This design comes from an exercise in tuning for small area, a short achievable clock period and few clock cycles on the open sky130 flow, not from production work.
Where RTL was checked, it was by simulation tests only, not by an equivalence proof against the original.
Function not checked in run 8: the RTL went through the layout flow alone.
Power figures rest on the tool's default switching activity, not on a simulated workload.

$ cat flow/run.sh
#!/bin/bash
# synth_recipe.tcl (not shown) runs the flow's synth.tcl, then flattens the netlist and writes it again
# the make line also repeats each setting of config.mk as NAME=value (left out here)
make -C /OpenROAD-flow-scripts/flow DESIGN_CONFIG=/design/flow/config.mk WORK_HOME=/design/flow/orfs CLKGATE_MAP_FILE= SYNTH_SCRIPT=/design/flow/synth_recipe.tcl finish
$ cat flow/config.mk
export PLATFORM = sky130hd
export DESIGN_NAME = voxel_ray_traversal_top
export DESIGN_NICKNAME = voxel_ray_traversal_top
export VERILOG_FILES = /design/flow/design.v
export SDC_FILE = /design/flow/constraint.sdc
export NUM_CORES = 4
export LEC_CHECK = 0
export CAP_MARGIN = 20
export CORE_MARGIN = 2
export CORE_UTILIZATION = 65
export CTS_BUF_LIST = sky130_fd_sc_hd__clkbuf_8
export CTS_CLUSTER_DIAMETER = 50
export CTS_CLUSTER_SIZE = 16
export SETUP_SLACK_MARGIN = 4.6
export SLEW_MARGIN = 20
$ cat flow/constraint.sdc
create_clock -name core_clock -period 8.0 [get_ports {clk_i}]
set_input_delay 1.6000 -clock core_clock [delete_from_list [all_inputs] [get_ports {clk_i}]]
set_output_delay 1.6000 -clock core_clock [all_outputs]
set_load 0.01 [all_outputs]
$ cat flow/design.v
`timescale 1ns / 1ps
package vrt_pkg;
  localparam logic [31:0] DIST_MAX = 32'hFFFF_FFFF;
  localparam logic [1:0] AXIS_X = 2'd0;
  localparam logic [1:0] AXIS_Y = 2'd1;
  localparam logic [1:0] AXIS_Z = 2'd2;
endpackage
`timescale 1ns / 1ps
module vrt_div (
  input  logic        clk_i,
  input  logic        load_i,
  input  logic        run_i,
  input  logic [15:0] rem_i,
  input  logic [30:0] quo_i,
  input  logic [15:0] den_i,      
  input  logic        neg_i,      
  output logic [30:0] quo_o
);
  logic [15:0] rem_q, x, nxt;
  logic [16:0] sum;
  logic [30:0] quo_q;
  logic add;
  always_comb begin
    x   = {rem_q[14:0], quo_q[30]};
    add = rem_q[15] ^ neg_i;
    sum = {x, 1'b1} + {den_i ^ {16{!add}}, !add};
    nxt = sum[16:1];
  end
  always_ff @(posedge clk_i) begin
    rem_q <= load_i ? rem_i : nxt;
    if (load_i) begin
      quo_q <= quo_i;
    end else if (run_i) begin
      quo_q <= {quo_q[29:0], !nxt[15]};
    end
  end
  assign quo_o = quo_q;
endmodule
`timescale 1ns / 1ps
module voxel_ray_traversal_top #(
  parameter int MAX_STEPS        = 64,
  parameter int ORIGIN_FRAC_BITS = 8,
  parameter int DIR_FRAC_BITS    = 14
) (
  input  logic               clk_i,
  input  logic               rst_ni,
  input  logic               in_valid_i,
  output logic               in_ready_o,
  input  logic signed [23:0] origin_x_i,
  input  logic signed [23:0] origin_y_i,
  input  logic signed [23:0] origin_z_i,
  input  logic signed [15:0] dir_x_i,
  input  logic signed [15:0] dir_y_i,
  input  logic signed [15:0] dir_z_i,
  input  logic [6:0]         step_count_i,
  output logic               out_valid_o,
  input  logic               out_ready_i,
  output logic signed [15:0] voxel_x_o,
  output logic signed [15:0] voxel_y_o,
  output logic signed [15:0] voxel_z_o,
  output logic [1:0]         normal_axis_o,
  output logic               normal_negative_o,
  output logic [6:0]         step_index_o,
  output logic               last_o
);
  logic        s_idle_q, s_run_q, s_done_q, s_acc_q;
  logic [15:0] vo_q [3];          
  logic        dneg_q [3];        
  logic [4:0]  it_q [3];          
  logic [30:0] qmax [3];
  logic [30:0] qdel [3];
  logic        dzero [3];         
  logic [23:0] org_in [3];
  logic [15:0] dir_in [3];
  logic [6:0]  d_n;
  logic        take, first_step, accept, run_end, prep;
  logic        out_valid_q, w_act_q, w_first_q;
  assign org_in[0] = origin_x_i;
  assign org_in[1] = origin_y_i;
  assign org_in[2] = origin_z_i;
  assign dir_in[0] = dir_x_i;
  assign dir_in[1] = dir_y_i;
  assign dir_in[2] = dir_z_i;
  assign in_ready_o = s_acc_q || (s_done_q && !w_act_q);
  assign accept     = in_ready_o && in_valid_i;
  assign d_n        = (step_count_i > 7'(MAX_STEPS)) ? 7'(MAX_STEPS) : step_count_i;
  assign prep       = s_idle_q && (!(w_act_q && w_first_q) || !out_valid_q);
  logic [8:0]  face [3];
  logic [15:0] vinit [3];
  logic [4:0]  skip [3];
  logic [46:0] shm [3];
  logic [46:0] shd [3];
  logic        it_end [3];
  always_comb begin
    run_end = 1'b1;
    for (int a = 0; a < 3; a++) begin
      logic [7:0]  g;
      logic [14:0] dm;
      logic        c, dp, osign;
      osign    = org_in[a][23];
      dzero[a] = (dir_in[a] == 16'd0);
      dp       = !dir_in[a][15] && !dzero[a];
      g = {!org_in[a][7], org_in[a][6:0]};
      if (g == 8'd0) begin
        face[a] = (osign != dp) ? 9'd256 : 9'd0;
      end else begin
        face[a] = dp ? 9'd256 - {1'b0, g} : {1'b0, g};
      end
      c = osign ? (org_in[a][7] && (org_in[a][6:0] != 7'd0)) : org_in[a][7];
      vinit[a] = org_in[a][23:8] + 16'(c);
      dm = dir_in[a][14:0] ^ {15{dir_in[a][15]}};
      if (dm[14:12] != 3'd0) begin
        skip[a] = 5'd12;
      end else if (dm[11:8] != 4'd0) begin
        skip[a] = 5'd8;
      end else if (dm[7:4] != 4'd0) begin
        skip[a] = 5'd4;
      end else begin
        skip[a] = 5'd0;
      end
      shm[a] = {16'd0, face[a], 22'd0} << {skip[a][3:2], 2'b00};
      shd[a] = {16'd0, 1'b1, 30'd0} << {skip[a][3:2], 2'b00};
      it_end[a] = (it_q[a] <= 5'd1);
      run_end = run_end && it_end[a];
    end
  end
  always_ff @(posedge clk_i) begin
    for (int a = 0; a < 3; a++) begin
      if (prep) begin
        vo_q[a]   <= vinit[a];
        dneg_q[a] <= dir_in[a][15];
        it_q[a]   <= dzero[a] ? 5'd0 : 5'd31 - skip[a];
      end else if (it_q[a] != 5'd0) begin
        it_q[a] <= it_q[a] - 5'd1;
      end
    end
  end
  for (genvar a = 0; a < 3; a++) begin : g_div
    logic run_a;
    assign run_a = s_run_q && (it_q[a] != 5'd0);
    vrt_div u_max (
      .clk_i (clk_i),
      .load_i(prep),
      .run_i (run_a),
      .rem_i (shm[a][46:31]),
      .quo_i (shm[a][30:0]),
      .den_i (dir_in[a]),
      .neg_i (dneg_q[a]),
      .quo_o (qmax[a])
    );
    vrt_div u_del (
      .clk_i (clk_i),
      .load_i(prep),
      .run_i (run_a),
      .rem_i (shd[a][46:31]),
      .quo_i (shd[a][30:0]),
      .den_i (dir_in[a]),
      .neg_i (dneg_q[a]),
      .quo_o (qdel[a])
    );
  end
  logic [6:0]  w_cnt_q;
  logic        w_neg_q [3];
  logic [32:0] tmax_q [3];
  logic [30:0] tdel_q [3];
  logic        step, w_end, last_now;
  logic [6:0]  k_now;
  logic        lt_xy, lt_xz, lt_yz;
  logic        sel [3];
  logic [32:0] tsum [3];
  logic [32:0] tnext [3];
  logic [15:0] vbase [3];
  logic [15:0] vstay [3];
  logic [15:0] vmove [3];
  logic [15:0] vnew [3];
  logic        t_en [3];
  logic [1:0]  ax;
  function automatic logic sat_lt(input logic [32:0] a, input logic [32:0] b);
    if (a[32]) begin
      sat_lt = 1'b0;
    end else if (b[32]) begin
      sat_lt = (a[31:0] != 32'hFFFF_FFFF);
    end else begin
      sat_lt = (a[31:0] < b[31:0]);
    end
  endfunction
  always_comb begin
    step       = w_act_q && (!out_valid_q || out_ready_i);
    first_step = step && w_first_q;
    k_now      = w_first_q ? 7'd1 : step_index_o + 7'd1;
    last_now   = (k_now == w_cnt_q);
    w_end      = step && last_now;
    take       = s_done_q && (!w_act_q || w_end);
    lt_xy  = sat_lt(tmax_q[0], tmax_q[1]);
    lt_xz  = sat_lt(tmax_q[0], tmax_q[2]);
    lt_yz  = sat_lt(tmax_q[1], tmax_q[2]);
    sel[0] = lt_xy && lt_xz;
    sel[1] = !lt_xy && lt_yz;
    sel[2] = !sel[0] && !sel[1];
    ax     = sel[0] ? vrt_pkg::AXIS_X : sel[1] ? vrt_pkg::AXIS_Y : vrt_pkg::AXIS_Z;
    vbase[0] = voxel_x_o;
    vbase[1] = voxel_y_o;
    vbase[2] = voxel_z_o;
    for (int a = 0; a < 3; a++) begin
      tsum[a]  = {1'b0, tmax_q[a][31:0]} + {2'b00, tdel_q[a]};
      tnext[a] = {tmax_q[a][32] || tsum[a][32], tsum[a][31:0]};
      vstay[a] = w_first_q ? vo_q[a] : vbase[a];
      vmove[a] = w_neg_q[a] ? vstay[a] - 16'd1 : vstay[a] + 16'd1;
      vnew[a]  = sel[a] ? vmove[a] : vstay[a];
      t_en[a]  = take || (step && sel[a]);
    end
  end
  always_ff @(posedge clk_i) begin
    if (take) begin
      w_cnt_q <= d_n;
      for (int a = 0; a < 3; a++) begin
        w_neg_q[a] <= dir_in[a][15] || dzero[a];
        tdel_q[a]  <= qdel[a];
      end
    end
    for (int a = 0; a < 3; a++) begin
      if (t_en[a]) tmax_q[a] <= take ? {dzero[a], 1'b0, qmax[a]} : tnext[a];
    end
    if (take) begin
      w_first_q <= 1'b1;
    end else if (step) begin
      w_first_q <= 1'b0;
    end
    if (step) begin
      voxel_x_o         <= vnew[0];
      voxel_y_o         <= vnew[1];
      voxel_z_o         <= vnew[2];
      normal_axis_o     <= ax;
      normal_negative_o <= !(sel[0] ? w_neg_q[0] : sel[1] ? w_neg_q[1] : w_neg_q[2]);
      step_index_o      <= k_now;
      last_o            <= last_now;
    end
  end
  always_ff @(posedge clk_i or negedge rst_ni) begin
    if (!rst_ni) begin
      s_idle_q    <= 1'b1;
      s_run_q     <= 1'b0;
      s_done_q    <= 1'b0;
      s_acc_q     <= 1'b0;
      w_act_q     <= 1'b0;
      out_valid_q <= 1'b0;
    end else begin
      if (prep && in_valid_i) begin
        s_idle_q <= 1'b0;
        if (d_n == 7'd0) begin
          s_acc_q <= 1'b1;
        end else begin
          s_run_q <= 1'b1;
        end
      end
      if (s_run_q && run_end) begin
        s_run_q  <= 1'b0;
        s_done_q <= 1'b1;
      end
      if (take) begin
        s_done_q <= 1'b0;
      end
      if (take && !accept) begin
        s_acc_q <= 1'b1;
      end
      if (accept) begin
        s_acc_q  <= 1'b0;
        s_idle_q <= 1'b1;
      end
      if (take) begin
        w_act_q <= 1'b1;
      end else if (w_end) begin
        w_act_q <= 1'b0;
      end
      if (step) begin
        out_valid_q <= 1'b1;
      end else if (out_ready_i) begin
        out_valid_q <= 1'b0;
      end
    end
  end
  assign out_valid_o = out_valid_q;
endmodule
==> reports/results.ini, run 1 <==
[clocking]
cts_tree=built
cts_max_level=3
clockBufferDepth=3
clkLatencyLatePin_ns=0.71
clock_sinks=616
cts_hold_buf=0
cts_buffers=74
cts_root_buffer=clkbuf_8
path_clk_slew_ns=0.10

[placed_design]
placed_cell_area_sq_um=41400
port-buffer-count=191
post-place-ws_ns=2.86
hpwl_um=70200
gp_congestion=0.937

[setup_path]
cp.required_ns=8.42
path_max_fanout=7
crit_top_cell=buf_12
critPathKind=flip-flop to flip-flop
cp.arrival_ns=3.89
r2r-start=tmax_q[1][23]
cp-startpoint=tmax_q[1][23]
crit_path_max_incr_delay_ns=0.48
worst_setup_path_end_kind=flip-flop
path_cells=buf_6, ha_4, and3_4, a221o_1, a21oi_2, nand2b_4, a41oi_4, a211o_4, nor3b_4, buf_12, buf_12, buf_6, nor2_4, buf_12, mux2_1
critPathLaunchType=flip-flop
critical_path.slowest_cell=edfxtp_1
ff2ff_setup_slack_ns=4.53

[logic_synthesis]
syn_nets=4187
ys_seq_area_frac=0.456
netlist.area_leader.share=0.402
syn_avg_cell_area_sq_um=10.3
synthFlopType=edfxtp_1
yosys.area.top_type=edfxtp_1
async_flop_share=0.00974
synth-seq-cells=616
yosys_warnings=50
syn-cell-area_sq_um=38400
synth_cell_types=83
synthCells=3710
synth.top_cells.by_area=edfxtp_1 (40%), ha_1 (11%), xnor2_1 (6.1%)
synth_edf_count=513

[timing]
fin_tns_setup_ns=0
rsz0062_at_grt=true
fin_skew_ns=0.0435
setup_viol_count_final=0
fmax_ghz=0.288
setup_slack_ns=4.53
fin_crit_sh=0.433
maxSlewHeadroom=0.279
tightest_slew_ns=1.08
final.min_clock_period_ns=3.47
slew_violations=0
hold_viol_final=0
holdWs_ns=0.435

[outcome]
status=finished clean

[routing]
wl_per_cell_um=21.9
firstDrtPassIters=5
via_per_inst=6.34
met2_length_um=50600
maxUsedRoutingLayer=met5
wl_um=107000
m1WireLength_um=43800
detail_route.iter0.violations=2874
antenna_left=0
vias=30949
route.met3.wl_um=7590
drc=0

[worst_hold_path]
hold_start=g_div[2].u_del.quo_q[21]
hold_path.class=flip-flop to flip-flop

[global_routing]
grtUsageTotal=0.332
grt_first_pass_wirelength_um=160000
grt-ovfl-total=0
grt_start_max_net_pins=120
grt_pass1_vias=30085
antenna_found_initial=3

[job]
cap_violations=0

[die]
fp.coreArea_sq_um=58700
io_pins=192
fp.dieArea_sq_um=61000
die_h_um=247
fp-row-count=89
die_x_um=247
start_util=0.654

[finish]
syn_to_final_growth_pct=19.4
nNetsFinal=4519
nFillCells=3728
design_area_sq_um=45800
drive_above_1_share=0.145

[power]
clkPwrFrac=0.152
switching_share=0.406
p_int_mw=10.2
powerDensity_nw_per_um2=375
pwr-share-seq=0.318
leakagePower_nw=18.7
finalPower_mw=17.2
combPwrFrac=0.530
power_switching_mw=6.96
vdd_ir_drop_max_v=0.000426

[power by group through the flow]
| stage | Sequential (mW) | Clock [mW] | Combinational [mW] |
|---|---|---|---|
| floorplan | 5.27 | 0 | 6.25 |
| global placement | 5.47 | 0 | 7.62 |
| detailed placement | 5.49 | 0 | 7.99 |
| CTS | 5.44 | 2.64 | 8.45 |
| global route | 5.54 | 2.76 | 9.96 |
| finish | 5.45 | 2.61 | 9.10 |
[synth_stat cells (82+ instances only)]
master / count
nor3_1: 84
nand3_1: 82
edfxtp_1: 513
nand2_1: 288
xnor2_1: 268
and2_1: 170
nor2_1: 278
o21ai_0: 147
dfxtp_1: 97
a21oi_1: 248
ha_1: 340
inv_1: 182
xor2_1: 99
[per-stage QoR]
stage	util	cells
6_report	0.780	4879
3_5_place_dp	0.706	4597
4_1_cts	0.759	4802
5_1_grt	0.780	4875
2_1_floorplan	-	3710
3_3_place_gp	0.706	4597
[what timing repair did]
action | in CTS | in global routing
setup endpoints to repair | 636 | 488
setup buffers | 59 | 63
pin swaps | 43 | 50
gates cloned | 11 | 9
gates resized for setup | 193 | 152
[cell families after synthesis]
| group | count (synthesis) | synth area share |
|---|---|---|
| DFF | 616 | 0.456 |
| xor gates and xnor gates | 373 | 0.0863 |
| AOI/OAI and AO/OA | 857 | 0.143 |
| adders and majority gates | 346 | 0.114 |
| and+or+nand+nor | 1145 | 0.146 |
| buffers and inverters | 279 | 0.0278 |
| muxes | 94 | 0.0267 |
[placed cells by master (no fill, tap or decap), types with 14 or more instances in the layout]
cell,netlist,routed
a211oi_1,35,26
o21ai_1,37,37
dfxtp_1,97,96
edfxtp_1,513,513
a21oi_1,248,217
buf_4,0,111
ha_1,340,322
clkinv_8,0,15
clkdlybuf4s50_1,0,133
xor2_1,99,99
dlymetal6s2s_1,0,14
nor2b_1,32,30
a21oi_2,0,28
o211ai_1,22,22
o31ai_1,34,27
mux2_2,54,49
nor2_1,278,267
a21o_1,81,79
o21bai_1,33,30
o22ai_1,31,30
nand2b_1,39,36
a31oi_1,36,24
buf_12,0,18
nand3_1,82,77
mux2_4,0,14
and2_1,170,169
clkbuf_8,0,76
xnor2_1,268,256
o21ai_0,147,134
mux2i_1,26,24
inv_1,182,178
o21a_1,36,36
nor3_1,84,79
and3_1,39,36
dlygate4sd2_1,0,31
nand4_1,45,45
nand2_1,288,282
or3_1,20,18
[final timing paths]
check                      depth (start not counted)       endpoint
setup / recovery                                  15  voxel_z_o[10]
hold / removal                                     0  tdel_q[2][21]
setup reg to reg                                  15  voxel_z_o[10]
hold reg to reg                                    0  tdel_q[2][21]
max in group asynchronous                          1       s_idle_q
min in group asynchronous                          1        s_acc_q
[metal layers]
metal,track usage,vias to the layer above
met4,0.135,2
met1,0.443,14979
met3,0.0476,317
met2,0.547,1382
met5,0,-
li1,-,14269
[worst max-delay path, delay by kind of cell, from the launching register on]
family	cells	cell delay [ns]
multiplexers	1	0.32
AO/OA/AOI/OAI	4	0.96
flip-flops	1	0.48
adder cells (fa/ha/maj)	1	0.20
buffers and inverters	5	0.67
AND/OR/NAND/NOR	4	0.53
[sequential cells by signal (all words and copies together), names as in the netlist, 15 cells and up]
name,count
it_q,15
tdel_q,93
vo_q,48
g_div.u_max.rem_q,48
voxel_z_o,16
g_div.u_max.quo_q,93
g_div.u_del.quo_q,93
voxel_y_o,16
tmax_q,99
g_div.u_del.rem_q,48
voxel_x_o,16
[final cells by class]
| cell class | count | area (sq um) | area share |
|---|---|---|---|
| antenna | 5 | 12.5 | 0.000273 |
| tap | 773 | 967 | 0.0211 |
| multi-input combinational | 2820 | 21300 | 0.464 |
| sequential | 616 | 17500 | 0.382 |
| timing repair buffer | 343 | 3510 | 0.0767 |
| clock buffer | 76 | 1050 | 0.0228 |
| timing repair inverter | 3 | 31.3 | 0.000683 |
| clock inverter | 59 | 713 | 0.0156 |
| inverter | 184 | 733 | 0.0160 |
Testbench counts, summed over its fixed seeds: cycles 44,325.
==> inputs of run 2 (changes only) <==
--- a/flow/config.mk
+++ b/flow/config.mk
@@ -7,9 +7,9 @@
 export LEC_CHECK = 0
 export CAP_MARGIN = 20
 export CORE_MARGIN = 2
-export CORE_UTILIZATION = 65
+export CORE_UTILIZATION = 50
 export CTS_BUF_LIST = sky130_fd_sc_hd__clkbuf_8
-export CTS_CLUSTER_DIAMETER = 50
-export CTS_CLUSTER_SIZE = 16
-export SETUP_SLACK_MARGIN = 4.6
+export CTS_CLUSTER_DIAMETER = 60
+export CTS_CLUSTER_SIZE = 18
+export SETUP_SLACK_MARGIN = 4.65
 export SLEW_MARGIN = 20
==> reports/results.ini, run 2 <==
[outcome]
status=finished clean

[logic_synthesis]
ys_top_cells_by_count=edfxtp_1 (513), ha_1 (340), nand2_1 (288)
yosys.area.top_type=edfxtp_1
synth-seq-cells=616
ys_seq_area_frac=0.456
synth.top_cells.by_area=edfxtp_1 (40%), ha_1 (11%), xnor2_1 (6.1%)
syn-cell-area_sq_um=38400
synthCells=3710
yosys_warnings=50
synth_cell_types=83
synth_most_common_cell=edfxtp_1
synth_edf_count=513
async_flop_share=0.00974
netlist.area_leader.share=0.402
syn_avg_cell_area_sq_um=10.3
syn_nets=4187
synthFlopType=edfxtp_1

[finish]
top_register=tmax_q
drive_above_1_share=0.152
final_core_util=0.605
layout_commonest_cell=edfxtp_1
final-seq-area_sq_um=17500
multi_input_area_sq_um=21400
layout_common_cells=edfxtp_1 (513), ha_1 (314), nand2_1 (282), nor2_1 (269), xnor2_1 (249)
largest_reg_flops=99
nNetsFinal=4520
nFillCells=6325
syn_to_final_growth_pct=19.9

[power]
clkPwrFrac=0.141
power_switching_mw=6.79
pwr-share-seq=0.324
vdd_ir_drop_max_v=0.000298
powerDensity_nw_per_um2=367
combPwrFrac=0.536
switching_share=0.403
p_int_mw=10.1
leakagePower_nw=18.6

[routing]
vias=29718
via_per_inst=5.80
wl_um=107000
firstDrtPassIters=6
drc=0
wl_per_cell_um=20.9
antenna_left=0
detail_route.iter0.violations=2306

[clocking]
cts_hold_buf=0
cts_tree=built
path_clk_slew_ns=0.10
cts_root_buffer=clkbuf_8
clockBufferDepth=3
clkLatencyLatePin_ns=0.71
cts_buffers=66
clock_sinks=616
cts_max_level=3

[timing]
fmax_ghz=0.297
setup_slack_ns=4.63
slew_violations=0
holdWs_ns=0.429
setup_viol_count_final=0
fin_skew_ns=0.0620
hold_viol_final=0
final.min_clock_period_ns=3.37
maxSlewHeadroom=0.375
fin_tns_setup_ns=0
fin_crit_sh=0.421
tightest_slew_ns=0.938
rsz0062_at_grt=true

[placed_design]
post-place-ws_ns=2.50
hpwl_um=73500
port-buffer-count=191
gp_congestion=0.916

[setup_path]
cp.required_ns=8.58
critPathLaunchType=input port
path_max_fanout=3
critPathKind=input port to flip-flop
worst_setup_path_end_kind=flip-flop
cp-startpoint=dir_z_i[6]
cp.arrival_ns=3.95
r2r-start=tmax_q[0][17]

[global_routing]
use_met3=0.0362
grt_busiest_layer=met2
grtUsageMet1=0.349
grt_pass1_vias=29520
use_met2=0.450
grt_start_max_net_pins=100
grt-ovfl-total=0
antenna_found_initial=6
grtUsageTotal=0.265
grt_first_pass_wirelength_um=164000

[worst_hold_path]
hold_start=g_div[1].u_del.quo_q[16]
hold_path.class=flip-flop to flip-flop

[die]
die_x_um=281
fp.coreArea_sq_um=75900
fp.dieArea_sq_um=79000
io_pins=192
die_h_um=281
fp-row-count=101
start_util=0.505

[job]
cap_violations=0

## run 2: kinds of logic after synthesis
family / count (synthesis) / synth area share
mux: 94 / 0.0267
fa+ha+maj: 346 / 0.114
flops: 616 / 0.456
simple gates: 1145 / 0.146
compound gates: 857 / 0.143
xor+xnor: 373 / 0.0863
buf+inv: 279 / 0.0278
## run 2: worst max-delay path, cell delays in order
cell	delay [ns]
buf_8	0.11
xnor2_2	0.12
ha_2	0.18
or4_4	0.54
a21oi_4	0.14
o21ai_2	0.08
a31o_1	0.22
a31oi_4	0.17
o21ai_2	0.08
o41ai_2	0.37
buf_4	0.18
mux2i_1	0.17
## run 2: final timing paths
kind | cells after the start | slack [ns] | end
max in group asynchronous | 1 | 6.56 | s_idle_q
worst max-delay path | 12 | 4.63 | g_div[2].u_max.rem_q[15]
worst min register to register | 0 | 0.43 | tdel_q[1][16]
min in group asynchronous | 1 | 1.16 | out_valid_q
worst max register to register | 13 | 4.65 | voxel_z_o[7]
worst min-delay path | 0 | 0.43 | tdel_q[1][16]
## run 2: per-stage QoR
step,area [sq um],std cells,power (mW)
6_report,46000,5128,16.9
2_1_floorplan,39000,3710,11.6
4_1_cts,44800,5056,16.4
5_1_grt,46000,5128,18.1
3_5_place_dp,41900,4856,13.6
3_3_place_gp,41900,4856,13.3
## run 2: timing repair
item                                    4_1_cts  5_1_grt
buffers inserted                             69       65
gates cloned                                 13        2
pin swaps                                    40       69
endpoints found under the setup margin      602      359
gates resized for setup                     202      160
## run 2: power by group through the flow
stage	registers, mW	clock network (mW)	logic [mW]
CTS	5.47	2.44	8.49
global placement	5.52	0	7.82
detailed placement	5.53	0	8.09
finish	5.46	2.37	9.04
floorplan	5.27	0	6.30
global route	5.56	2.54	9.99
## run 2: layout make-up
| type | instances | share of cell area |
|---|---|---|
| Multi-Input combinational cell | 2821 | 0.466 |
| Timing Repair inverter | 3 | 0.000626 |
| Sequential cell | 616 | 0.381 |
| Antenna cell | 5 | 0.000272 |
| Inverter | 184 | 0.0159 |
| Clock buffer | 71 | 0.0213 |
| Tap cell | 1030 | 0.0280 |
| Clock inverter | 47 | 0.0110 |
| Timing Repair Buffer | 351 | 0.0762 |
## run 2: layer usage
| metal | wire [um] | vias up |
|---|---|---|
| li1 | - | 14240 |
| met2 | 52000 | 714 |
| met5 | 0 | - |
| met3 | 5290 | 175 |
| met4 | 3030 | 0 |
| met1 | 46800 | 14589 |
==> inputs of run 3 (changes only) <==
--- a/flow/config.mk
+++ b/flow/config.mk
@@ -5,11 +5,11 @@
 export SDC_FILE = /design/flow/constraint.sdc
 export NUM_CORES = 4
 export LEC_CHECK = 0
-export CAP_MARGIN = 20
+export CAP_MARGIN = 10
 export CORE_MARGIN = 2
-export CORE_UTILIZATION = 50
+export CORE_UTILIZATION = 55
 export CTS_BUF_LIST = sky130_fd_sc_hd__clkbuf_8
 export CTS_CLUSTER_DIAMETER = 60
 export CTS_CLUSTER_SIZE = 18
 export SETUP_SLACK_MARGIN = 4.65
-export SLEW_MARGIN = 20
+export SLEW_MARGIN = 10
==> reports/results.ini, run 3 <==
[worst_hold_path]
hold_depth=0
hold_path.class=flip-flop to flip-flop

[finish]
layout_common_cells=edfxtp_1 (513), ha_1 (323), nand2_1 (284), nor2_1 (272), xnor2_1 (252)
largest_reg_flops=99
layout_commonest_cell=edfxtp_1
top_register=tmax_q
nNetsFinal=4463
instances_no_fill=4965
syn_to_final_growth_pct=17.2
nFillCells=5485
drive_above_1_share=0.132

[timing]
final.min_clock_period_ns=3.49
maxSlewHeadroom=0.333
fin_tns_setup_ns=0
fmax_ghz=0.287
setup_viol_count_final=0
rsz0062_at_grt=true
slew_violations=0
fin_crit_sh=0.436
tightest_slew_ns=1.00
fin_skew_ns=0.0515
hold_viol_final=0

[die]
fp.dieArea_sq_um=71900
die_x_um=268
fp-row-count=96
die_h_um=268
fp.coreArea_sq_um=68800
io_pins=192
start_util=0.557

[logic_synthesis]
yosys.area_share.adder=0.114
synthSimpleGateAreaFrac=0.146
syn_nets=4187
synth_most_common_cell=edfxtp_1
muxShareOfSynthArea=0.0267
synthCells=3710
synth_cell_types=83
synth.top_cells.by_area=edfxtp_1 (40%), ha_1 (11%), xnor2_1 (6.1%)
syn-cell-area_sq_um=38400
netlist.area_leader.share=0.402
async_flop_share=0.00974
ys_seq_area_frac=0.456
yosys.area.top_type=edfxtp_1
synth_edf_count=513
syn_avg_cell_area_sq_um=10.3
synth-compound-area-share=0.143
yosys_warnings=50
synthFlopType=edfxtp_1
synth_xor_area_frac=0.0863
synth-seq-cells=616
synth_top_family_by_area=simple AND/OR/NAND/NOR gates
ys_top_cells_by_count=edfxtp_1 (513), ha_1 (340), nand2_1 (288)

[setup_path]
cp.required_ns=8.45
critPathKind=flip-flop to flip-flop
worst_setup_path_end_kind=flip-flop
critPathLaunchType=flip-flop
path_max_fanout=12
r2r_cells=13
cp.arrival_ns=3.94

[power]
vdd_ir_drop_max_v=0.000344
leakagePower_nw=18.2
powerDensity_nw_per_um2=364

[global_routing]
grt_pass1_vias=28995
grtUsageTotal=0.281
grt_first_pass_wirelength_um=159000
grt_start_max_net_pins=111
grt-ovfl-total=0
antenna_found_initial=4

[routing]
wl_per_cell_um=20.9
via_per_inst=5.96
firstDrtPassIters=5
detail_route.iter0.violations=1995
vias=29574
drc=0
antenna_left=0
wl_um=104000

[placed_design]
hpwl_um=72500
port-buffer-count=191
gp_congestion=0.921
dp.cells=4757

[clocking]
clockBufferDepth=3
path_clk_slew_ns=0.12
cts_root_buffer=clkbuf_8
cts_tree=built
clock_sinks=616
cts_hold_buf=0
cts_max_level=2
cts_buffers=55
clkLatencyLatePin_ns=0.74

[job]
cap_violations=0

[outcome]
status=finished clean

==> run 3: cell types whose count changed in the layout (fill, tap and decap cells not counted), moves of 5 or more <==
cell | previous run | this run
clkbuf_8 | 71 | 57
a21oi_1 | 209 | 214
o21ai_1 | 41 | 35
clkinv_4 | 6 | 1
ha_1 | 314 | 323
ha_4 | 15 | 7
clkinvlp_4 | 4 | 9
clkbuf_2 | 5 | 11
buf_12 | 19 | 11
buf_4 | 128 | 90
a21oi_2 | 36 | 30
==> run 3: worst paths after layout <==
check | startpoint | to | slack, ns
max | w_first_q | voxel_z_o[15] | 4.51
min reg2reg | g_div[0].u_del.quo_q[28] | tdel_q[0][28] | 0.44
max in group asynchronous | rst_ni | s_idle_q | 6.60
max reg2reg | w_first_q | voxel_z_o[15] | 4.51
min in group asynchronous | rst_ni | s_run_q | 1.12
min | g_div[0].u_del.quo_q[28] | tdel_q[0][28] | 0.44
==> run 3: report_power, final <==
group / internal (mW) / leakage (nW) / switching (mW)
clock network: 0.823 / 0.616 / 1.27
registers: 4.85 / 6.17 / 0.616
logic: 4.00 / 11.4 / 4.81
==> run 3: kinds of logic after synthesis <==
group | after synthesis
AND/OR/NAND/NOR | 1145
buffers and inverters | 279
adder cells (fa/ha/maj) | 346
multiplexers | 94
AO/OA/AOI/OAI | 857
flip-flops | 616
XOR/XNOR | 373
==> run 3: area by class of cell <==
type	count	area, sq um	share of cell area
Multi-Input combinational cell	2820	21300	0.473
Sequential cell	616	17500	0.389
Timing Repair inverter	3	33.8	0.000751
Timing Repair Buffer	306	3040	0.0676
Clock inverter	45	455	0.0101
Clock buffer	56	771	0.0171
Tap cell	931	1160	0.0259
Inverter	184	726	0.0161
Antenna cell	4	10.0	0.000223
==> run 3: worst max-delay path, stage by stage, from the launching register on <==
cell,delay [ns]
dfxtp_4,0.42
buf_12,0.18
mux2_2,0.36
ha_1,0.35
a21oi_1,0.16
o21ai_0,0.09
a221o_1,0.41
a211oi_2,0.34
a211oi_2,0.15
nor3_2,0.24
buf_4,0.14
o31ai_1,0.07
nor4b_2,0.17
xnor2_1,0.15
==> run 3: what timing repair did <==
action / in CTS / in global routing
cloned: 10 / 2
resized for setup: 178 / 147
buffers inserted: 39 / 52
setup endpoints to repair: 650 / 357
pin swaps: 29 / 49
==> run 3: metal layers <==
| metal | wire [um] | track usage |
|---|---|---|
| met1 | 45500 | 0.376 |
| met2 | 50100 | 0.479 |
| met3 | 5130 | 0.0342 |
| met4 | 3060 | 0.0859 |
| met5 | 0 | 0 |
==> run 3: stage by stage <==
| step | hold WS [ns] | worst slack, ns | utilization | power (mW) | cell area, sq um |
|---|---|---|---|---|---|
| 2_1_floorplan | 0.417 | 4.18 | - | 11.6 | 39000 |
| 3_3_place_gp | 0.424 | 2.73 | 0.606 | 13.3 | 41700 |
| 3_5_place_dp | 0.426 | 2.66 | 0.606 | 13.6 | 41700 |
| 4_1_cts | 0.444 | 4.51 | 0.638 | 16.0 | 43900 |
| 5_1_grt | 0.448 | 4.40 | 0.653 | 17.6 | 45000 |
| 6_report | 0.440 | 4.51 | 0.653 | 16.4 | 45000 |
==> inputs of run 4 (changes only) <==
--- a/flow/config.mk
+++ b/flow/config.mk
@@ -5,11 +5,11 @@
 export SDC_FILE = /design/flow/constraint.sdc
 export NUM_CORES = 4
 export LEC_CHECK = 0
-export CAP_MARGIN = 10
+export CAP_MARGIN = 20
 export CORE_MARGIN = 2
 export CORE_UTILIZATION = 55
 export CTS_BUF_LIST = sky130_fd_sc_hd__clkbuf_8
 export CTS_CLUSTER_DIAMETER = 60
 export CTS_CLUSTER_SIZE = 18
-export SETUP_SLACK_MARGIN = 4.65
-export SLEW_MARGIN = 10
+export SETUP_SLACK_MARGIN = 4.7
+export SLEW_MARGIN = 20
==> reports/results.ini, run 4 <==
[die]
start_util=0.557
die_x_um=268
fp.coreArea_sq_um=68800
die_h_um=268
fp.dieArea_sq_um=71900
io_pins=192
fp-row-count=96

[finish]
syn_to_final_growth_pct=19.9
top_register=tmax_q
layout_commonest_cell=edfxtp_1
largest_reg_flops=99
drive_above_1_share=0.154
layout_common_cells=edfxtp_1 (513), ha_1 (317), nand2_1 (282), nor2_1 (265), xnor2_1 (248)
nNetsFinal=4517
final_core_util=0.668

[global_routing]
grtUsageTotal=0.282
grt_pass1_vias=29330
grt_first_pass_wirelength_um=160000
antenna_found_initial=6
grt-ovfl-total=0
grt_start_max_net_pins=97

[power]
pwr-share-seq=0.327
p_int_mw=9.90
vdd_ir_drop_max_v=0.000373
power_switching_mw=6.79
powerDensity_nw_per_um2=363
finalPower_mw=16.7
clkPwrFrac=0.127
leakagePower_nw=18.7
switching_share=0.407
combPwrFrac=0.546

[routing]
firstDrtPassIters=5
drc=0
antenna_left=0
detail_route.iter0.violations=2276
via_per_inst=6.02
wl_um=107000
vias=30236
wl_per_cell_um=21.3

[clocking]
clockBufferDepth=3
clkLatencyLatePin_ns=0.74
cts_max_level=2
clock_sinks=616
path_clk_slew_ns=0.11
cts_buffers=55
cts_root_buffer=clkbuf_8
cts_tree=built

[timing]
hold_viol_final=0
fin_crit_sh=0.425
fin_skew_ns=0.0489
rsz0062_at_grt=true
setup_viol_count_final=0
tightest_slew_ns=0.987
fmax_ghz=0.294
final.min_clock_period_ns=3.40
maxSlewHeadroom=0.336
fin_tns_setup_ns=0
slew_violations=0

[setup_path]
crit_family=simple AND/OR/NAND/NOR gates
r2r-start=tmax_q[0][22]
crit_path_max_incr_delay_ns=0.55
path_max_fanout=9
critPathKind=flip-flop to flip-flop
r2r-end=tmax_q[2][32]
cp_num_buf_inv=4
r2r_cells=13
path_cells=ha_1, nand3_1, o22ai_1, o21ai_1, nand3b_1, or3_4, a31o_4, nor3b_4, buf_6, buf_12, o31ai_4, buf_6, buf_12
ff2ff_setup_slack_ns=4.60
worst_setup_path_end_kind=flip-flop
cp.arrival_ns=3.83
critical_path.slowest_cell=edfxtp_1
cp.required_ns=8.43
critPathLaunchType=flip-flop

[worst_hold_path]
hold_start=g_div[0].u_del.quo_q[19]
hold_depth=0
whs_endpoint=tdel_q[0][19]
hold_path.class=flip-flop to flip-flop

[placed_design]
hpwl_um=72000
port-buffer-count=191
gp_congestion=0.909

[logic_synthesis]
yosys.area.top_type=edfxtp_1
ys_seq_area_frac=0.456
synthFlopType=edfxtp_1
syn_nets=4187
yosys_warnings=50
syn_avg_cell_area_sq_um=10.3
synth_edf_count=513
async_flop_share=0.00974
synth-seq-cells=616
synthCells=3710
syn-cell-area_sq_um=38400
ys_top_cells_by_count=edfxtp_1 (513), ha_1 (340), nand2_1 (288)
synth.top_cells.by_area=edfxtp_1 (40%), ha_1 (11%), xnor2_1 (6.1%)
synth_cell_types=83
synth_most_common_cell=edfxtp_1
netlist.area_leader.share=0.402

[outcome]
status=finished clean

[job]
cap_violations=0

==> run 4: cell types whose count changed in the layout (fill, tap and decap cells not counted), moves of 8 or more <==
| cell | previous run | this run |
|---|---|---|
| buf_6 | 7 | 15 |
| dlygate4sd2_1 | 33 | 55 |
| o21ai_0 | 135 | 126 |
| o21ai_1 | 35 | 44 |
| clkdlybuf4s50_1 | 128 | 102 |
| buf_4 | 90 | 124 |
| mux2_4 | 4 | 14 |
==> run 4: timing repair <==
action,4_1_cts,5_1_grt
endpoints found under the setup margin,781,476
hold endpoints to repair,0,0
pin swaps,52,58
hold buffers,0,0
buffers inserted,75,61
gates resized for setup,249,181
cloned,13,9
==> run 4: cell families (layout without fill, tap and decap cells) <==
kind of cell	after synthesis	count (layout)	share of synthesized area
AOI/OAI and AO/OA	857	861	0.143
xor gates and xnor gates	373	373	0.0863
adders and majority gates	346	346	0.114
buffers and inverters	279	649	0.0278
DFF	616	616	0.456
muxes	94	94	0.0267
other	0	5	0
and+or+nand+nor	1145	1147	0.146
==> run 4: worst max path at each step <==
| stage | slack, ns | to | start | cells after the start |
|---|---|---|---|---|
| 6_report | 4.60 | tmax_q[2][32] | tmax_q[0][22] | 13 |
| 3_5_place_dp | 2.91 | tmax_q[1][10] | out_ready_i | 8 |
| 4_1_cts | 4.59 | in_ready_o | s_done_q | 2 |
| 2_1_floorplan | 4.18 | g_div[2].u_max.quo_q[0] | dir_z_i[3] | 10 |
| 3_3_place_gp | 2.95 | tmax_q[1][10] | out_ready_i | 8 |
| 5_1_grt | 4.53 | voxel_z_o[3] | tmax_q[1][24] | 13 |
==> run 4: power by group through the flow <==
stage / registers (mW) / logic, mW / clock network, mW
final: 5.46 / 9.12 / 2.11
after global routing: 5.56 / 10.0 / 2.27
after CTS: 5.46 / 8.57 / 2.16
after detailed placement: 5.53 / 8.09 / 0
after global placement: 5.51 / 7.81 / 0
after floorplan: 5.27 / 6.36 / 0
==> run 4: final cells by class <==
class                      instances  area, sq um
timing repair buffer             359         3660
timing repair inverter             3         28.8
antenna                            5         12.5
clock buffer                      56          771
fill                            5411        22800
multi-input combinational       2821        21600
tap                              931         1160
inverter                         184          733
clock inverter                    47          475
sequential                       616        17500
==> run 4: stage by stage <==
step,hold slack (ns),worst slack [ns],instances,instance area [sq um]
5_1_grt,0.455,4.53,5022,46000
4_1_cts,0.437,4.59,4947,44600
3_5_place_dp,0.426,2.91,4756,41800
2_1_floorplan,0.417,4.18,3710,39100
3_3_place_gp,0.419,2.95,4756,41800
6_report,0.433,4.60,5022,46000
==> run 4: routing by layer <==
metal | routed length [um] | GRT usage | vias to the layer above
li1 | - | - | 14265
met1 | 45900 | 0.382 | 14843
met2 | 51100 | 0.468 | 928
met3 | 6230 | 0.0332 | 198
met4 | 3500 | 0.102 | 2
met5 | 13 | 0 | -
==> inputs of run 5 (changes only) <==
--- a/flow/config.mk
+++ b/flow/config.mk
@@ -11,5 +11,6 @@
 export CTS_BUF_LIST = sky130_fd_sc_hd__clkbuf_8
 export CTS_CLUSTER_DIAMETER = 60
 export CTS_CLUSTER_SIZE = 18
-export SETUP_SLACK_MARGIN = 4.7
+export SETUP_SLACK_MARGIN = 4.65
 export SLEW_MARGIN = 20
+export TNS_END_PERCENT = 30
==> reports/results.ini, run 5 <==
[logic_synthesis]
yosys.area.top_type=edfxtp_1
syn_nets=4187
syn_avg_cell_area_sq_um=10.3
ys_top_cells_by_count=edfxtp_1 (513), ha_1 (340), nand2_1 (288)
syn-cell-area_sq_um=38400
synth.top_cells.by_area=edfxtp_1 (40%), ha_1 (11%), xnor2_1 (6.1%)
yosys_warnings=50
synth-seq-cells=616
async_flop_share=0.00974
synthCells=3710
synth_cell_types=83
synth_most_common_cell=edfxtp_1
ys_seq_area_frac=0.456
synth_edf_count=513
synthFlopType=edfxtp_1
netlist.area_leader.share=0.402

[power]
clkPwrFrac=0.125
combPwrFrac=0.537
pwr-share-seq=0.337
power_switching_mw=6.49
p_int_mw=9.61
leakagePower_nw=18.5
switching_share=0.403
powerDensity_nw_per_um2=356
vdd_ir_drop_max_v=0.000414
finalPower_mw=16.1

[global_routing]
grt_start_max_net_pins=84
grt_first_pass_wirelength_um=157000
antenna_found_initial=1
grtUsageTotal=0.275
grt_pass1_vias=28924
grt-ovfl-total=0

[placed_design]
gp_congestion=0.904
hpwl_um=69700
post-place-ws_ns=2.97
port-buffer-count=191

[timing]
fin_crit_sh=0.441
fmax_ghz=0.284
final.min_clock_period_ns=3.53
setup_slack_ns=4.47
fin_skew_ns=0.0309
slew_violations=0
holdWs_ns=0.436
hold_viol_final=0
maxSlewHeadroom=0.250
setup_viol_count_final=0
tightest_slew_ns=1.12
fin_tns_setup_ns=0
rsz0062_at_grt=true

[setup_path]
critPathKind=input port to flip-flop
worst_setup_path_end_kind=flip-flop
cp.arrival_ns=4.07
critPathLaunchType=input port
crit_path_max_incr_delay_ns=0.55
r2r_cells=16
cp-startpoint=dir_z_i[2]
critical_path.slowest_cell=or4_4
path_cells=buf_8, xnor2_2, ha_2, or4_4, a21oi_4, o21ai_2, a31o_1, a31oi_4, o21ai_2, o41ai_2, buf_4, mux2i_1
crit_top_cell=o21ai_2
cp.required_ns=8.55
r2r-start=tmax_q[1][23]
path_max_fanout=3

[worst_hold_path]
hold_start=g_div[1].u_del.quo_q[6]
hold_path.class=flip-flop to flip-flop
hold_depth=0

[routing]
drc=0
wl_per_cell_um=20.8
firstDrtPassIters=5
detail_route.iter0.violations=2141
wl_um=104000
vias=29785
via_per_inst=5.99
antenna_left=0

[clocking]
path_clk_slew_ns=0.12
cts_hold_buf=0
cts_root_buffer=clkbuf_8
cts_buffers=51
clockBufferDepth=3
clkLatencyLatePin_ns=0.71
cts_tree=built
cts_max_level=2
clock_sinks=616

[finish]
top_register=tmax_q
nFillCells=5406
syn_to_final_growth_pct=17.8
drive_above_1_share=0.130
layout_commonest_cell=edfxtp_1
largest_reg_flops=99
final_core_util=0.656
nNetsFinal=4475
layout_common_cells=edfxtp_1 (513), ha_1 (316), nand2_1 (283), nor2_1 (265), xnor2_1 (259)

[die]
start_util=0.557
fp-row-count=96
fp.dieArea_sq_um=71900
io_pins=192
die_h_um=268
die_x_um=268
fp.coreArea_sq_um=68800

[job]
cap_violations=0

[outcome]
status=finished clean

==> run 5: cell types whose count changed in the layout (fill, tap and decap cells not counted), sizes merged, moves of 3 or more <==
cell           previous run  this run
buf                     169       127
inv                     213       200
clkdlybuf4s50           102       134
clkinv                   15        18
dlymetal6s2s             19        45
diode                     5         1
dlygate4sd2              55         4
==> run 5: cells by family (layout without fill, tap and decap cells) <==
group | Yosys count | in the layout | synth area share
mux | 94 | 94 | 0.0267
other cells | 0 | 1 | 0
compound gates | 857 | 859 | 0.143
flops | 616 | 616 | 0.456
simple gates | 1145 | 1148 | 0.146
xor+xnor | 373 | 373 | 0.0863
fa+ha+maj | 346 | 346 | 0.114
buf+inv | 279 | 602 | 0.0278
==> run 5: layer usage <==
layer,vias up,part of all wire,track usage
li1,14174,-,-
met1,14563,0.43,0.368
met2,887,0.49,0.469
met3,161,0.051,0.0261
met4,0,0.032,0.0926
met5,-,0,0
==> run 5: repair_timing <==
item,CTS,global route
endpoints found under the setup margin,658,571
resized for setup,107,272
cloned,8,10
buffers inserted,33,66
pin swaps,12,77
==> run 5: worst paths after layout <==
check | end | slack, ns
max reg2reg | tmax_q[2][7] | 4.49
min in group asynchronous | s_run_q | 1.14
min reg2reg | tdel_q[1][6] | 0.44
max | g_div[2].u_max.quo_q[0] | 4.47
min | tdel_q[1][6] | 0.44
max in group asynchronous | s_idle_q | 6.59
==> run 5: area by class of cell <==
cell class	instances	area [sq um]	area share
Sequential cell	616	17500	0.387
Inverter	184	728	0.0161
Multi-Input combinational cell	2820	21200	0.468
Clock buffer	54	743	0.0165
Tap cell	931	1160	0.0258
Timing Repair inverter	2	20.0	0.000443
Clock inverter	39	410	0.00908
Antenna cell	1	2.50	0.0000554
Timing Repair Buffer	323	3440	0.0762
==> run 5: metrics by stage <==
stage	std cells	cell area (sq um)
final	4970	45200
after global routing	4970	45200
after CTS	4893	43300
after detailed placement	4759	41400
after global placement	4759	41400
after floorplan	3710	38500
==> run 5: power by group through the flow <==
stage	registers (mW)	clock network, mW	logic (mW)
after global placement	5.47	0	7.46
final	5.43	2.02	8.65
after detailed placement	5.48	0	7.76
after floorplan	5.27	0	6.04
after global routing	5.52	2.17	9.59
after CTS	5.42	2.07	8.01
==> run 5: critical path: cells and delay by family <==
family	cells	cell delay, ns
AO/OA/AOI/OAI	6	1.13
XOR/XNOR	1	0.12
adder cells (fa/ha/maj)	1	0.19
buffers and inverters	2	0.29
multiplexers	1	0.20
AND/OR/NAND/NOR	1	0.55
==> inputs of run 6 (changes only) <==
--- a/flow/config.mk
+++ b/flow/config.mk
@@ -13,4 +13,3 @@
 export CTS_CLUSTER_SIZE = 18
 export SETUP_SLACK_MARGIN = 4.65
 export SLEW_MARGIN = 20
-export TNS_END_PERCENT = 30
==> reports/results.ini, run 6 <==
[outcome]
status=finished clean

[placed_design]
gp_congestion=0.921
port-buffer-count=191
hpwl_um=72600

[logic_synthesis]
syn_avg_cell_area_sq_um=10.3
synthFlopType=edfxtp_1
async_flop_share=0.00974
yosys.area.top_type=edfxtp_1
synth-seq-cells=616
ys_top_cells_by_count=edfxtp_1 (513), ha_1 (340), nand2_1 (288)
synth_most_common_cell=edfxtp_1
synthCells=3710
synth_cell_types=83
syn_nets=4187
netlist.area_leader.share=0.402
syn-cell-area_sq_um=38400
synth.top_cells.by_area=edfxtp_1 (40%), ha_1 (11%), xnor2_1 (6.1%)
ys_seq_area_frac=0.456
yosys_warnings=50
synth_edf_count=513

[global_routing]
grt_start_max_net_pins=111
antenna_found_initial=5
grtUsageTotal=0.281
grt-ovfl-total=0
grt_pass1_vias=29179
grt_first_pass_wirelength_um=158000

[power]
leakagePower_nw=18.3
powerDensity_nw_per_um2=365
vdd_ir_drop_max_v=0.000392

[timing]
holdWs_ns=0.423
rsz0062_at_grt=true
fin_skew_ns=0.0385
final.min_clock_period_ns=3.35
hold_viol_final=0
fin_tns_setup_ns=0
slew_violations=0
fin_crit_sh=0.419
tightest_slew_ns=0.989
setup_viol_count_final=0
maxSlewHeadroom=0.341
fmax_ghz=0.299

[die]
start_util=0.557
die_h_um=268
fp-row-count=96
fp.dieArea_sq_um=71900
die_x_um=268
fp.coreArea_sq_um=68800
io_pins=192

[routing]
antenna_left=0
detail_route.iter0.violations=2393
vias=29618
via_per_inst=5.95
wl_per_cell_um=21.0
wl_um=104000
drc=0
firstDrtPassIters=5

[setup_path]
cp.arrival_ns=3.81
critPathKind=input port to flip-flop
r2r-start=tmax_q[1][23]
r2r_cells=13
cp-startpoint=dir_y_i[7]
critPathLaunchType=input port
path_max_fanout=6
cp.required_ns=8.46
worst_setup_path_end_kind=flip-flop
ff2ff_setup_slack_ns=4.69

[clocking]
cts_tree=built
cts_buffers=55
cts_max_level=2
path_clk_slew_ns=0.11
clkLatencyLatePin_ns=0.74
clock_sinks=616
cts_root_buffer=clkbuf_8
clockBufferDepth=3

[finish]
layout_common_cells=edfxtp_1 (513), ha_1 (321), nand2_1 (283), nor2_1 (269), xnor2_1 (257)
syn_to_final_growth_pct=17.5
largest_reg_flops=99
nNetsFinal=4474
layout_commonest_cell=edfxtp_1
nFillCells=5470
drive_above_1_share=0.134
top_register=tmax_q

[job]
cap_violations=0

[worst_hold_path]
hold_path.class=flip-flop to flip-flop
hold_start=g_div[1].u_del.quo_q[3]
hold_depth=0

==> run 6: changes by cell type in the layout (fill, tap and decap cells not counted), sizes merged, moves of 3 or more <==
cell           delta
clkdlybuf4s50     -7
clkinv            -6
dlygate4sd2      +23
inv               +8
clkbuf            +4
diode             +3
dlymetal6s2s     -23
clkinvlp          +4
==> run 6: routing by layer <==
| layer | routed length (um) | track usage |
|---|---|---|
| met5 | 0 | 0 |
| met4 | 3840 | 0.0989 |
| met3 | 5350 | 0.0304 |
| met2 | 49800 | 0.470 |
| met1 | 45500 | 0.380 |
==> run 6: layout make-up <==
cell class	count	area, sq um	area share
antenna	4	10.0	0.000222
clock buffer	57	785	0.0174
clock inverter	44	489	0.0108
inverter	184	728	0.0161
multi-input combinational	2820	21200	0.470
sequential	616	17500	0.388
tap	931	1160	0.0258
timing repair buffer	317	3180	0.0704
timing repair inverter	3	31.3	0.000694
==> run 6: where the power goes <==
group          switching, mW  total [mW]  internal (mW)
logic                   4.83        8.87           4.04
registers              0.618        5.47           4.85
clock network           1.27        2.14          0.869
total                   6.72        16.5           9.76
==> run 6: stage by stage <==
step / worst slack, ns / power [mW] / utilization / instances / instance area, sq um
global placement: 2.73 / 13.3 / 0.606 / 4757 / 41700
floorplan: 4.18 / 11.6 / - / 3710 / 39000
finish: 4.65 / 16.5 / 0.655 / 4976 / 45100
CTS: 4.56 / 16.1 / 0.640 / 4915 / 44000
global route: 4.58 / 17.7 / 0.655 / 4976 / 45100
detailed placement: 2.68 / 13.6 / 0.607 / 4757 / 41700
==> run 6: what timing repair did <==
action,4_1_cts,5_1_grt
hold buffers,0,0
resized for setup,174,144
setup buffers,47,53
gates cloned,10,4
pin swaps,35,46
setup endpoints to repair,645,502
==> run 6: cells by family after synthesis <==
group                    synth area share
flip-flops                          0.456
buffers and inverters              0.0278
adder cells (fa/ha/maj)             0.114
XOR/XNOR                           0.0863
AO/OA/AOI/OAI                       0.143
AND/OR/NAND/NOR                     0.146
multiplexers                       0.0267
==> run 6: worst paths after layout <==
kind,to
max,g_div[1].u_max.quo_q[27]
min,tdel_q[1][3]
max in group asynchronous,s_idle_q
max reg2reg,voxel_z_o[10]
min reg2reg,tdel_q[1][3]
min in group asynchronous,s_run_q
==> run 6: critical path, cell delays in order <==
cell and delay, ns:
dlygate4sd2_1 0.31, or4_1 0.62, nor2_4 0.18, a31oi_4 0.18, inv_4 0.14, a21oi_2 0.04
xnor2_1 0.21, nor2_1 0.11, mux2i_2 0.26, o21ai_0 0.14
==> inputs of run 7 (changes only) <==
--- a/flow/config.mk
+++ b/flow/config.mk
@@ -11,5 +11,6 @@
 export CTS_BUF_LIST = sky130_fd_sc_hd__clkbuf_8
 export CTS_CLUSTER_DIAMETER = 60
 export CTS_CLUSTER_SIZE = 18
+export PLACE_DENSITY = 0.7
 export SETUP_SLACK_MARGIN = 4.65
 export SLEW_MARGIN = 20
==> reports/results.ini, run 7 <==
[finish]
nNetsFinal=4480
layout_commonest_cell=edfxtp_1
syn_to_final_growth_pct=17.5
drive_above_1_share=0.131
layout_common_cells=edfxtp_1 (513), ha_1 (322), nand2_1 (283), nor2_1 (266), xnor2_1 (253)
largest_reg_flops=99
top_register=tmax_q

[timing]
slew_violations=0
rsz0062_at_grt=true
holdWs_ns=0.440
tightest_slew_ns=0.859
fin_tns_setup_ns=0
maxSlewHeadroom=0.422
fin_crit_sh=0.432
final.min_clock_period_ns=3.46
fin_skew_ns=0.0419
setup_viol_count_final=0
fmax_ghz=0.289
hold_viol_final=0

[setup_path]
path_cells=ha_1, a21o_1, a21oi_2, o21ai_1, nand3b_1, or3_1, a31o_4, nor3b_4, buf_6, clkbuf_16, o31ai_4, buf_4, clkbuf_16
crit_family=compound AO/OA/AOI/OAI gates
worst_setup_path_end_kind=flip-flop
worst-path-stages=13
cp_num_buf_inv=4
path_max_fanout=7
critPathKind=flip-flop to flip-flop
crit_path_max_incr_delay_ns=0.49
r2r_cells=13
cp.arrival_ns=3.88
cp.required_ns=8.42
critical_path.slowest_cell=edfxtp_1
crit_top_cell=clkbuf_16
critPathLaunchType=flip-flop

[logic_synthesis]
synth-seq-cells=616
yosys_warnings=50
async_flop_share=0.00974
netlist.area_leader.share=0.402
synth_cell_types=83
ys_top_cells_by_count=edfxtp_1 (513), ha_1 (340), nand2_1 (288)
synthFlopType=edfxtp_1
syn_avg_cell_area_sq_um=10.3
syn-cell-area_sq_um=38400
ys_seq_area_frac=0.456
yosys.area.top_type=edfxtp_1
syn_nets=4187
synthCells=3710
synth.top_cells.by_area=edfxtp_1 (40%), ha_1 (11%), xnor2_1 (6.1%)
synth_edf_count=513
synth_most_common_cell=edfxtp_1

[global_routing]
grt_first_pass_wirelength_um=150000
grt-ovfl-total=0
grtUsageTotal=0.264
grt_pass1_vias=27675
grt_start_max_net_pins=196
antenna_found_initial=3

[worst_hold_path]
hold_path.class=flip-flop to flip-flop
hold_depth=0

[clocking]
cts_hold_buf=0
cts_max_level=2
clock_sinks=616
clockBufferDepth=3
path_clk_slew_ns=0.11
cts_tree=built
clkLatencyLatePin_ns=0.71
cts_buffers=56
cts_root_buffer=clkbuf_8

[die]
io_pins=192
start_util=0.557
fp-row-count=96
die_x_um=268
fp.coreArea_sq_um=68800
die_h_um=268
fp.dieArea_sq_um=71900

[routing]
via_per_inst=5.87
detail_route.iter0.violations=2265
drc=0
vias=29232
antenna_left=0
firstDrtPassIters=5
wl_um=98900
wl_per_cell_um=19.8

[job]
cap_violations=0

[placed_design]
gp_congestion=0.925
port-buffer-count=191
hpwl_um=67600

[power]
powerDensity_nw_per_um2=362
vdd_ir_drop_max_v=0.000422
leakagePower_nw=18.3

[outcome]
status=finished clean

-- run 7: cell counts after synthesis --
Identical to the previous run, type by type.
-- run 7: logic make-up (layout without fill, tap and decap cells) --
logic type	Yosys count	after routing	share of synthesized area
AND/OR/NAND/NOR	1145	1149	0.146
AO/OA/AOI/OAI	857	861	0.143
flip-flops	616	616	0.456
XOR/XNOR	373	373	0.0863
adder cells (fa/ha/maj)	346	346	0.114
buffers and inverters	279	609	0.0278
multiplexers	94	94	0.0267
other	0	3	0
-- run 7: what timing repair did --
item	4_1_cts	5_1_grt
gates cloned	10	8
endpoints found under the setup margin	649	515
pin swaps	34	56
buffers inserted	51	54
resized for setup	145	140
-- run 7: worst reg2reg max path: cells and delay by family (launching register included) --
kind / cells / cell delay [ns]
buf+inv: 4 / 0.67
flops: 1 / 0.49
fa+ha+maj: 1 / 0.35
compound gates: 5 / 0.87
simple gates: 3 / 0.79
-- run 7: final cells by class --
cell class                 instances  area (sq um)
clock buffer                      60           826
tap                              931          1160
sequential                       616         17500
timing repair inverter             2          20.0
multi-input combinational       2823         21200
antenna                            3          7.51
fill                            5456         23700
timing repair buffer             320          3210
inverter                         184           736
clock inverter                    43           440
-- run 7: where the power goes --
group	leakage [nW]	switching, mW	internal (mW)
Sequential	6.17	0.616	4.85
Clock	0.666	1.26	0.864
Combinational	11.5	4.68	4.06
Total	18.3	6.55	9.78
-- run 7: path summary, 6_finish.rpt --
check | slack (ns) | endpoint | startpoint
worst min register to register | 0.44 | tdel_q[0][2] | g_div[0].u_del.quo_q[2]
worst max register to register | 4.54 | tmax_q[2][20] | tmax_q[0][26]
max in group asynchronous | 6.51 | s_done_q | rst_ni
worst min-delay path | 0.44 | tdel_q[0][2] | g_div[0].u_del.quo_q[2]
min in group asynchronous | 1.16 | out_valid_q | rst_ni
worst max-delay path | 4.54 | tmax_q[2][20] | tmax_q[0][26]
-- run 7: metrics by stage --
step                      worst slack (ns)  instance area [sq um]  power, mW  cells   util
after CTS                             4.52                  43900       15.9   4917  0.638
after global routing                  4.48                  45100       17.6   4982  0.655
final                                 4.54                  45100       16.3   4982  0.655
after detailed placement              2.72                  41700       13.5   4753  0.606
after global placement                2.80                  41700       13.3   4753  0.606
after floorplan                       4.18                  39000       11.6   3710      -
-- run 7: layer usage --
layer	vias up	wire length, um	track usage
li1	14193	-	-
met1	14016	43100	0.362
met2	847	46800	0.439
met3	176	5500	0.0314
met4	0	3470	0.0835
met5	-	0	0
==> inputs of run 8 (changes only) <==
--- a/flow/design.v
+++ b/flow/design.v
@@ -215,7 +215,11 @@
       w_cnt_q <= d_n;
       for (int a = 0; a < 3; a++) begin
         w_neg_q[a] <= dir_in[a][15] || dzero[a];
-        tdel_q[a]  <= qdel[a];
+      end
+    end
+    if (s_done_q && (!w_act_q || last_now)) begin
+      for (int a = 0; a < 3; a++) begin
+        tdel_q[a] <= qdel[a];
       end
     end
     for (int a = 0; a < 3; a++) begin
==> flow/config.mk (replaced) <==
export PLATFORM = sky130hd
export DESIGN_NAME = voxel_ray_traversal_top
export DESIGN_NICKNAME = voxel_ray_traversal_top
export VERILOG_FILES = /design/flow/design.v
export SDC_FILE = /design/flow/constraint.sdc
export NUM_CORES = 4
export LEC_CHECK = 0
export CAP_MARGIN = 20
export CORE_MARGIN = 2
export CORE_UTILIZATION = 40
export CTS_BUF_LIST = sky130_fd_sc_hd__clkbuf_4 sky130_fd_sc_hd__clkbuf_8
export CTS_CLUSTER_DIAMETER = 40
export CTS_CLUSTER_SIZE = 10
export SETUP_SLACK_MARGIN = 4.5
export SLEW_MARGIN = 20
==> reports/results.ini, run 8 <==
[placed_design]
hpwl_um=71000
post-place-ws_ns=3.17
dp.cells=5111
gp_congestion=0.869
port-buffer-count=191

[setup_path]
r2r-end=tmax_q[1][32]
path_max_fanout=7
cp.arrival_ns=4.07
cp.required_ns=8.57
r2r-start=tdel_q[1][0]
r2r_cells=11
worst_setup_path_end_kind=flip-flop
ff2ff_setup_slack_ns=4.50
critPathKind=input port to flip-flop
critPathLaunchType=input port

[global_routing]
grt_first_pass_wirelength_um=155000
grt-ovfl-total=0
grt_start_max_net_pins=103
antenna_found_initial=5
grt_pass1_vias=28001
grtUsageTotal=0.197

[timing]
rsz0062_at_grt=true
fin_tns_setup_ns=0
final.min_clock_period_ns=3.50
hold_viol_final=0
slew_violations=0
setup_viol_count_final=0
maxSlewHeadroom=0.314
fmax_ghz=0.286
fin_crit_sh=0.437
fin_skew_ns=0.0589
tightest_slew_ns=1.03
setup_slack_ns=4.50

[die]
fp.coreArea_sq_um=95300
fp-row-count=113
start_util=0.405
die_h_um=315
io_pins=192
die_x_um=315
fp.dieArea_sq_um=99000

[clocking]
cts_tree=built
clkLatencyLatePin_ns=0.78
clockBufferDepth=3
cts_root_buffer=clkbuf_8
clock_sinks=616
cts_max_level=3
cts_buffers=107
cts_hold_buf=0
path_clk_slew_ns=0.07

[logic_synthesis]
yosys.area.top_type=edfxtp_1
synth.top_cells.by_area=edfxtp_1 (40%), ha_1 (11%), xnor2_1 (5.8%)
synth_edf_count=513
syn-cell-area_sq_um=38600
synth_most_common_cell=edfxtp_1
ys_top_cells_by_count=edfxtp_1 (513), ha_1 (340), nand2_1 (304)
async_flop_share=0.00974
synthCells=3727
synth_cell_types=98
yosys_warnings=50
ys_seq_area_frac=0.453
syn_avg_cell_area_sq_um=10.4
netlist.area_leader.share=0.399
synthFlopType=edfxtp_1
syn_nets=4204
synth-seq-cells=616

[worst_hold_path]
hold_start=g_div[2].u_del.quo_q[21]
whs_endpoint=tdel_q[2][21]
hold_path.class=flip-flop to flip-flop
hold_depth=0

[routing]
drc=0
route.met3.wl_um=3900
met2_length_um=46800
wl_um=100000
antenna_left=0
m1WireLength_um=46600
detail_route.iter0.violations=1790
maxUsedRoutingLayer=met5
vias=28976
via_per_inst=5.38
wl_per_cell_um=18.6
firstDrtPassIters=5

[finish]
instances_no_fill=5384
nNetsFinal=4506
layout_commonest_cell=edfxtp_1
drive_above_1_share=0.134
final-seq-area_sq_um=17500
largest_reg_flops=99
top_register=tmax_q
multi_input_area_sq_um=21100
nFillCells=8937
syn_to_final_growth_pct=19.1
final_core_util=0.482
layout_common_cells=edfxtp_1 (513), ha_1 (326), nand2_1 (300), nor2_1 (262)

[power]
finalPower_mw=15.8
vdd_ir_drop_max_v=0.000295
leakagePower_nw=18.5
powerDensity_nw_per_um2=344

[outcome]
status=finished clean

[job]
cap_violations=0

[run 8: cell types whose count changed after synthesis, moves of 11 or more]
cell / before / now
a21oi_1: 248 / 267
inv_1: 182 / 153
nand3_1: 82 / 93
nand2_1: 288 / 304
mux2_1: 14 / 0
o211ai_1: 22 / 10
buf_1: 17 / 3
nor3_1: 84 / 73
xnor2_1: 268 / 257
o21ai_1: 37 / 16
o21ai_0: 147 / 193
xor2_1: 99 / 127
and3_1: 39 / 28
[run 8: cell type report]
cell class,count,share of cell area
timing repair inverter,2,0.000354
inverter,158,0.0140
timing repair buffer,282,0.0587
clock inverter,78,0.0196
clock buffer,116,0.0338
sequential,616,0.381
antenna,5,0.000272
multi-input combinational,2862,0.458
tap,1265,0.0344
[run 8: logic make-up after synthesis]
logic type	Yosys count	share of synthesized area
and+or+nand+nor	1162	0.149
AOI/OAI and AO/OA	879	0.145
DFF	616	0.453
xor gates and xnor gates	392	0.0905
adders and majority gates	346	0.113
buffers and inverters	253	0.0265
muxes	79	0.0224
[run 8: how the worst max path moves through the flow]
| stage | startpoint | end | slack (ns) |
|---|---|---|---|
| after floorplan | dir_y_i[15] | g_div[1].u_max.quo_q[30] | 4.11 |
| after global placement | origin_z_i[0] | vo_q[2][12] | 3.21 |
| after detailed placement | origin_y_i[0] | vo_q[1][14] | 3.17 |
| after CTS | tdel_q[1][0] | tmax_q[1][32] | 4.35 |
| after global routing | tdel_q[1][0] | tmax_q[1][32] | 4.38 |
| final | origin_z_i[0] | vo_q[2][14] | 4.50 |
[run 8: where the power goes]
part           switching (mW)  total (mW)  internal [mW]  leakage [nW]
combinational            3.96        7.22           3.26          11.1
sequential              0.542        5.29           4.74          6.18
clock                    1.48        3.32           1.84          1.22
total                    5.98        15.8           9.85          18.5
[run 8: metal layers]
metal  vias up  track usage
li1      14334            -
met1     13888        0.270
met2       587        0.323
met3       165       0.0278
met4         2       0.0620
met5         -            0
[run 8: what timing repair did]
action | CTS | global route
endpoints found under the setup margin | 535 | 332
endpoints found under the hold margin | 0 | 0
resized for setup | 117 | 111
cloned | 5 | 2
pin swaps | 17 | 38
setup buffers | 28 | 39
[run 8: critical path: stages]
cell and delay (ns):
clkdlybuf4s50_1 0.55, inv_1 0.07, ha_2 0.24, a31oi_4 0.40
ha_4 0.21, ha_1 0.19, nand3_1 0.15, or2_2 0.34
nor2_1 0.12, xor2_1 0.19
[run 8: metrics by stage]
step | hold WS [ns] | cell area [sq um]
after detailed placement | 0.424 | 42200
final | 0.402 | 46000
after global placement | 0.420 | 42200
after global routing | 0.423 | 46000
after CTS | 0.390 | 45200
after floorplan | 0.417 | 38900

-- static timing again, ports no longer ideal --
In the flow no input, the clock included, has a driving cell. The finished layouts below were timed again as built, in two steps.
Step 1 sets driving cells, clkbuf_16 on the clock port and buf_2 on the other inputs (assumed; they add their load-dependent delay and slew).
Step 2, shift: input delay + t, output delay - t, t = (earliest + latest rising clock arrival at the registers) / 2. This alone moves slack from input paths to output paths.
Three values: no drivers, after step 1, after step 2; two values: the first two.
run | shift t [ns] | slack for setup (ns) | hold WS [ns] | latest minus earliest clock arrival (ns) | worst data-port slew with drivers (ns)
run 1 | 0.743 | 4.532 / 4.532 / 3.924 | 0.435 / 0.435 / 0.435 | 0.048 / 0.048 | 0.10
run 2 | 0.743 | 4.633 / 4.655 / 3.913 | 0.429 / 0.429 / 0.429 | 0.068 / 0.068 | 0.10
run 3 | 0.778 | 4.510 / 4.510 / 3.903 | 0.440 / 0.440 / 0.440 | 0.052 / 0.051 | 0.09
run 4 | 0.780 | 4.603 / 4.603 / 3.941 | 0.433 / 0.433 / 0.433 | 0.049 / 0.049 | 0.11
run 5 | 0.758 | 4.473 / 4.493 / 3.739 | 0.436 / 0.436 / 0.436 | 0.031 / 0.031 | 0.06
run 6 | 0.779 | 4.650 / 4.659 / 3.899 | 0.423 / 0.423 / 0.423 | 0.045 / 0.046 | 0.09
run 7 | 0.756 | 4.540 / 4.540 / 3.938 | 0.440 / 0.440 / 0.440 | 0.043 / 0.043 | 0.10
run 8 | 0.816 | 4.501 / 4.503 / 3.723 | 0.402 / 0.402 / 0.402 | 0.061 / 0.060 | 0.11
After both steps every run listed still meets setup and hold. The setup slack of run 8, which loses most, moves by +0.002 ns with the drivers and by -0.778 ns with both steps.
